This design comes from an exercise in tuning for small area and a short achievable clock period on the open sky130 flow, not from production work. Where RTL was checked, it was by simulation tests only, not by an equivalence proof against the original. No driver is modelled on the clock port, so clock power and skew are understated where the tree is cut down; a real chip needs a root buffer or a tree. Power is estimated from default activity; no workload was simulated.

job 101:
// spi_mem_slave
module spi_mem_slave #(
    parameter int unsigned CPOL       = 0,
    parameter int unsigned CPHA       = 0,
    parameter int unsigned MSB_FIRST  = 0,
    parameter int unsigned ADDR_BYTES = 2,
    parameter int unsigned MEM_AW     = 8
) (
    input  logic       CLK,
    input  logic       nRESET,
    input  logic       nCS,
    input  logic       SCK,
    input  logic       MOSI,
    output logic       MISO,
    output logic       MISO_OE,
    output logic       busy,
    output logic       rx_valid,
    output logic [7:0] rx_byte,
    output logic       frame_err
);
    logic       s_addr, s_cmd, s_wr, s_rd, a2;
    logic       e_addr, e_cmd, e_dat, e_inc;
    logic [7:0] tgt, tgt_n;     
    logic       byte_done, frame_end, active, tx_load, last_bit, rx_next_zero, rx_zero;
    logic [7:0] tx_byte, rx_data;
    spi_bit_engine #(
        .CPOL      (CPOL),
        .CPHA      (CPHA),
  ...
==> flow/config.mk <==
export PLATFORM = sky130hd
export DESIGN_NAME = spi_mem_slave
export DESIGN_NICKNAME = spi_mem_slave
export VERILOG_FILES = /design/flow/design.v
export SDC_FILE = /design/flow/constraint.sdc
export NUM_CORES = 4
export LEC_CHECK = 0
export ABC_CLOCK_PERIOD_IN_PS = 1800
export CAP_MARGIN = 20
export CORE_MARGIN = 2
export CORE_UTILIZATION = 55
export CTS_BUF_LIST = sky130_fd_sc_hd__clkbuf_16
export CTS_CLUSTER_DIAMETER = 60
export CTS_CLUSTER_SIZE = 24
export PLACE_DENSITY = 0.7
export SETUP_SLACK_MARGIN = 2.1
export SLEW_MARGIN = 20
==> flow/constraint.sdc <==
create_clock -name core_clock -period 4.0 [get_ports {CLK}]
set_input_delay 0.8000 -clock core_clock [delete_from_list [all_inputs] [get_ports {CLK}]]
set_output_delay 0.8000 -clock core_clock [all_outputs]
set_load 0.01 [all_outputs]
run.sh (not shown) runs the stock make flow with config.mk's settings and CLKGATE_MAP_FILE= SYNTH_SCRIPT=/design/flow/synth_recipe.tcl, a recipe that flattens the netlist after the stock synthesis.
Input-level comparison between job 102 and job 101:
Settings: changing SETUP_SLACK_MARGIN from 2.1 to 1.95; changing CTS_CLUSTER_DIAMETER from 60 to 100; changing CTS_CLUSTER_SIZE from 24 to 30.
## What came out
Taking job 101 as the reference, in job 102 highest achievable clock rate went down, total length of routed wires went down.
The share of final layout cell area taken by clock buffers and inverters number comes out lower for job 102 vs job 101.
Setup WNS job 101 -> job 102: worse
On power after layout, job 101 loses to job 102.
Relative to job 101, the final cell area reported for job 102 is lower.
Job 102 vs job 101, final hold slack went up by 0.013 ns.
Here is what was changed in the inputs of job 103 compared with job 102.
Settings: swapping 30 for 32 in CTS_CLUSTER_SIZE; swapping 1.95 for 2.2 in SETUP_SLACK_MARGIN.
Results
Job 103 against job 102: final antenna diode count went down by 2; final worst-path setup slack grew by 0.078 ns; worst clock skew ~0 delta; share of final layout cell area taken by clock buffers and inverters saw little to no change.
wsel[9] as the last element of the critical path was reported by job 102, and rx_valid by job 103.
Modified inputs, job 104 compared to job 103
Settings: changing PLACE_DENSITY from 0.7 to 0.8; changing CORE_UTILIZATION from 55 to 70; changing SETUP_SLACK_MARGIN from 2.2 to 2.1; changing CTS_CLUSTER_SIZE from 32 to 30.
Results
The lower die outline area of job 104 and job 103 is in job 104. The number of nets in the layout on job 104 is in line with that on job 103. In the reports for job 104 and job 103, the larger maximum frequency belongs to job 103.


spi_mem_slave again, from the RTL that the note above started with.
==> flow/config.mk <==
export PLATFORM = sky130hd
export DESIGN_NAME = spi_mem_slave
export DESIGN_NICKNAME = spi_mem_slave
export VERILOG_FILES = /design/flow/design.v
export SDC_FILE = /design/flow/constraint.sdc
export NUM_CORES = 4
export LEC_CHECK = 0
export ABC_CLOCK_PERIOD_IN_PS = 1800
export CAP_MARGIN = 20
export CORE_MARGIN = 2
export CORE_UTILIZATION = 55
export CTS_BUF_LIST = sky130_fd_sc_hd__clkbuf_16
export CTS_CLUSTER_DIAMETER = 100
export CTS_CLUSTER_SIZE = 30
export PLACE_DENSITY = 0.7
export SETUP_SLACK_MARGIN = 2.05
export SLEW_MARGIN = 20
==> flow/constraint.sdc <==
create_clock -name core_clock -period 4.0 [get_ports {CLK}]
set_input_delay 0.8000 -clock core_clock [delete_from_list [all_inputs] [get_ports {CLK}]]
set_output_delay 0.8000 -clock core_clock [all_outputs]
set_load 0.01 [all_outputs]
The baseline passed the timing, DRC and antenna checks.
==> next run, changes <==
- SETUP_SLACK_MARGIN: 2.05 -> 2.1
The changed run passed the timing, DRC and antenna checks.
Area after synthesis is unchanged.
Critical path depth is unchanged.
Global-route usage stays flat.
Worst setup slack gets better by 0.0051 ns.
==> next run, changes <==
- CTS_CLUSTER_SIZE: 30 -> 32
Effect: The changed run ran to the end with no violations; sequential cell count is unchanged; worst setup slack degrades by 0.017 ns; clock-buffer cell count decreases by 4; critical path depth is unchanged; cell area is about the same; worst hold slack degrades by 0.0030 ns; synthesized cell count does not change; wire length is about the same; fmax decreases by 0.84%; clock power decreases by about 1%; core utilization barely changes.
==> next run, changes <==
- ABC_CLOCK_PERIOD_IN_PS: 1800 -> 1500
- CORE_UTILIZATION: 55 -> 60
- CTS_CLUSTER_SIZE: 32 -> 30
- PLACE_DENSITY: 0.7 -> 0.75
Setup slack loses 0.026 ns.
First-iteration DRC count drops by 8.3%.
Total power climbs by 0.88%.


== zinc ==
Another version of the RTL of spi_mem_slave (not shown whole).
Size in the first run: roughly 2600 cells after synthesis, roughly 2200 flip-flops, ~18 I/O pins, roughly 48000 µm² of cells after synthesis.
export LEC_CHECK = 0
export ABC_CLOCK_PERIOD_IN_PS = 1800
export CAP_MARGIN = 20
export CORE_MARGIN = 2
export CORE_UTILIZATION = 55
export CTS_BUF_LIST = sky130_fd_sc_hd__clkbuf_16
export CTS_CLUSTER_DIAMETER = 100
export CTS_CLUSTER_SIZE = 30
export PLACE_DENSITY = 0.7
export SETUP_SLACK_MARGIN = 2.25
export SLEW_MARGIN = 20
create_clock -name core_clock -period 4.0 [get_ports {CLK}]
standard.sh (not shown) runs the stock make flow with config.mk's settings and CLKGATE_MAP_FILE= SYNTH_SCRIPT=/design/flow/synth_recipe.tcl, a recipe that flattens the netlist after the stock synthesis.
==> flow/flow/run.sh <==
#!/bin/bash
# Layout flow: the standard flow (standard.sh, all steps), with one change
# after clock tree synthesis: retree.tcl, run by ORFS's CTS step through its
# POST_CTS_TCL hook, rebuilds the top of the clock tree so the clock reaches
# every flip-flop through two buffers instead of three (see retree.tcl).
# The make/ORFS output goes to standard.log here; ORFS's per-step tool logs
# stay under orfs/logs/.
set -euo pipefail
cd "$(dirname "$0")/.."
export POST_CTS_TCL="$PWD/flow/retree.tcl"
bash standard.sh > standard.log 2>&1
Other scripts of this flow, unchanged in this note and not shown: flow/flow/retree.tcl
For garnet, these inputs were changed with respect to zinc:
- SETUP_SLACK_MARGIN changed from 2.25 to 2.1
- CORE_UTILIZATION changed from 55 to 45
- PLACE_DENSITY changed from 0.7 to 0.6
## What came out
garnet -> zinc: simple logic cell fraction of the synthesized area delta 0, exact match
A launch point of the worst path of u_engine.byte_done$_DFF_PN0_ is what garnet shows, while rsel[0]$_DFF_PN0_ belongs to zinc.
As far as global-route wire length before repair is concerned, garnet and zinc perform about the same.
zinc → garnet: post-route core utilization fell 11 points, register-to-register slack higher, peak supply drop dropped 0.077 mV, fraction of final layout cells with drive strength greater than 1 has decreased, final cell count without fillers rose by 229.
Input changes introduced in indigo (baseline for comparison: garnet):
- a change of PLACE_DENSITY from 0.6 to 0.78
- a change of CORE_UTILIZATION from 45 to 65
Per the final summary, indigo finished and its layout is clean on timing, DRC and antenna.
indigo vs garnet: total number of placement rows down in indigo
Delta (indigo minus garnet): via count normalized by instance count higher; layout filler cell count down 51%; sum of routed wire segments on met1 rose 1.3%; overall die area fell about 30%; area after detailed placement moved down.
Proportion of power drawn by the clock network: garnet vs indigo, no meaningful difference
Sort indigo and garnet by switching power summed over all nets, ascending, and garnet comes first.
--- input diff indigo..quartz ---
- swapping 65 for 55 in CORE_UTILIZATION
- swapping 0.78 for 0.7 in PLACE_DENSITY
[summary]
Taking indigo as the reference, in quartz instance area after placement went up by 0.50%; clock skew moved up; utilization of the core after routing shrank by 11 points.
Period utilization sits lower in quartz than in indigo.
indigo → quartz: worst hold slack across all endpoints lost 0.025 ns; wire length of the first global-routing pass went down by 8.9 mm.
Going from indigo to quartz, clock network fraction of design power went down 0.2 points; share of cell area taken by flip-flops and latches went down 0.54 points; power density over cell area went down about 1%; footprint of the flip-flops and latches held.


spi_mem_slave again, from the RTL that the note above started with.
Settings: LEC_CHECK=0, ABC_CLOCK_PERIOD_IN_PS=1800, CAP_MARGIN=20, CORE_MARGIN=2, CORE_UTILIZATION=45, CTS_BUF_LIST=sky130_fd_sc_hd__clkbuf_16, CTS_CLUSTER_DIAMETER=100, CTS_CLUSTER_SIZE=33, PLACE_DENSITY=0.6, SETUP_SLACK_MARGIN=2.1, SLEW_MARGIN=20; clock period 4.0 ns.
Scripts as last shown in full above: flow/flow/run.sh
Other scripts of this flow, unchanged in this note and not shown: flow/flow/retree.tcl
The first run ran to the end with no violations.
==> next run, changes <==
--- a/flow/config.mk
+++ b/flow/config.mk
@@ -7,3 +7,3 @@
 export LEC_CHECK = 0
-export ABC_CLOCK_PERIOD_IN_PS = 1800
+export ABC_CLOCK_PERIOD_IN_PS = 1200
 export CAP_MARGIN = 20
@@ -13,3 +13,3 @@
 export CTS_CLUSTER_DIAMETER = 100
-export CTS_CLUSTER_SIZE = 33
+export CTS_CLUSTER_SIZE = 30
 export PLACE_DENSITY = 0.6
The changed run passed the timing, DRC and antenna checks.
Cell area is about the same.
Final cell count stays flat.
Total power rises by 0.96%.
Setup slack is about the same.
Via count hardly moves.
==> next run, changes <==
--- a/flow/config.mk
+++ b/flow/config.mk
@@ -7,6 +7,6 @@
 export LEC_CHECK = 0
-export ABC_CLOCK_PERIOD_IN_PS = 1200
+export ABC_CLOCK_PERIOD_IN_PS = 1800
 export CAP_MARGIN = 20
 export CORE_MARGIN = 2
-export CORE_UTILIZATION = 45
+export CORE_UTILIZATION = 38
 export CTS_BUF_LIST = sky130_fd_sc_hd__clkbuf_16
@@ -14,3 +14,3 @@
 export CTS_CLUSTER_SIZE = 30
-export PLACE_DENSITY = 0.6
+export PLACE_DENSITY = 0.5
 export SETUP_SLACK_MARGIN = 2.1
After rerunning: Power stays flat. Hold slack is better by 25 ps. Setup slack is worse by 21 ps. Area after synthesis stays the same. Register-to-register slack stays flat. Die area rose by 18%. Wire length rose by 5.1%. Via count rose by 0.81%. Sequential share of layout area fell by 0.62 points. Fmax fell by 1.1%.


## rev 12
Another version of the RTL of spi_mem_slave (not shown whole).
Size in the first run: about 18 I/O pins, ~47000 um2 of cells after synthesis.
export LEC_CHECK = 0
export ABC_CLOCK_PERIOD_IN_PS = 1800
export CAP_MARGIN = 20
export CORE_MARGIN = 2
export CORE_UTILIZATION = 55
export CTS_BUF_LIST = sky130_fd_sc_hd__clkbuf_16
export CTS_CLUSTER_DIAMETER = 100
export CTS_CLUSTER_SIZE = 30
export PLACE_DENSITY = 0.7
export SETUP_SLACK_MARGIN = 2.3
export SLEW_MARGIN = 20
create_clock -name core_clock -period 4.0 [get_ports {CLK}]
run.sh (not shown) runs the stock make flow with config.mk's settings and CLKGATE_MAP_FILE= SYNTH_SCRIPT=/design/flow/synth_recipe.tcl, a recipe that flattens the netlist after the stock synthesis.
Stock flow here: none of the scripts above is used.
In summary, rev 12 completed successfully, with a layout that passed the timing, DRC and antenna checks.
The inputs of rev 13 differ from those of rev 12 as listed below.
--- a/flow/config.mk
+++ b/flow/config.mk
@@ -15,3 +15,3 @@
 export PLACE_DENSITY = 0.7
-export SETUP_SLACK_MARGIN = 2.3
+export SETUP_SLACK_MARGIN = 2.1
 export SLEW_MARGIN = 20
Findings:
Compared to rev 12, rev 13 has setup slack 0.038 ns lower. Area of all placed cells without fillers went up slightly going from rev 12 to rev 13. Looking at clock network latency to the later pin of the worst-skew pair across rev 12 and rev 13, the one that comes out lower is rev 12.
No functional check of the RTL was part of any run of this note.

[afterwards: timing with drivers on the ports]
The flow's constraints put no driver on any port. The routed layouts listed below were extracted and timed again, unchanged, in two steps.
Step 1 sets driving cells, clkbuf_16 on the clock port and buf_2 on the other inputs (assumed; they add their load-dependent delay and slew).
Step 2 moves the port delays by t, midway between the first and last clock arrival at a register: inputs arrive t later, outputs are due t later. That takes back most of the time a late clock gives input paths.
Slacks: no drivers / after step 1 / after step 2; pairs: no drivers / after step 1.
run	t (ns)	setup WS [ns]	worst setup path after step 2	worst register clock-pin slew, ns
job 101	0.737	1.965 / 1.906 / 1.978	register to register	0.10 / 0.10
job 102	0.715	1.862 / 1.862 / 1.862	register to register	0.11 / 0.11
job 103	0.725	1.940 / 1.876 / 2.096	register to register	0.12 / 0.12
job 104	0.718	1.918 / 1.915 / 1.918	register to register	0.12 / 0.12
the first run of note 2	0.716	1.993 / 1.926 / 2.041	register to register	0.11 / 0.11
the second run of note 2	0.716	1.999 / 1.931 / 2.074	register to register	0.12 / 0.12
the third run of note 2	0.718	1.982 / 1.915 / 2.071	register to register	0.12 / 0.12
the fourth run of note 2	0.722	1.956 / 1.893 / 2.107	register to register	0.12 / 0.12
zinc	0.618	2.104 / 1.976 / 2.104	register to register	0.11 / 0.11
garnet	0.645	2.170 / 2.027 / 2.170	register to register	0.11 / 0.11
indigo	0.619	2.087 / 1.957 / 2.127	register to register	0.12 / 0.12
quartz	0.618	2.108 / 1.971 / 2.151	register to register	0.11 / 0.11
the first run of note 4	0.631	2.166 / 2.024 / 2.175	register to register	0.12 / 0.12
the second run of note 4	0.643	2.167 / 2.025 / 2.169	register to register	0.11 / 0.11
the third run of note 4	0.658	2.146 / 1.998 / 2.165	register to register	0.11 / 0.11
rev 12	0.716	1.860 / 1.860 / 1.860	register to register	0.12 / 0.12
rev 13	0.731	1.822 / 1.822 / 1.822	register to register	0.11 / 0.11
After both steps every run listed still meets setup and hold.
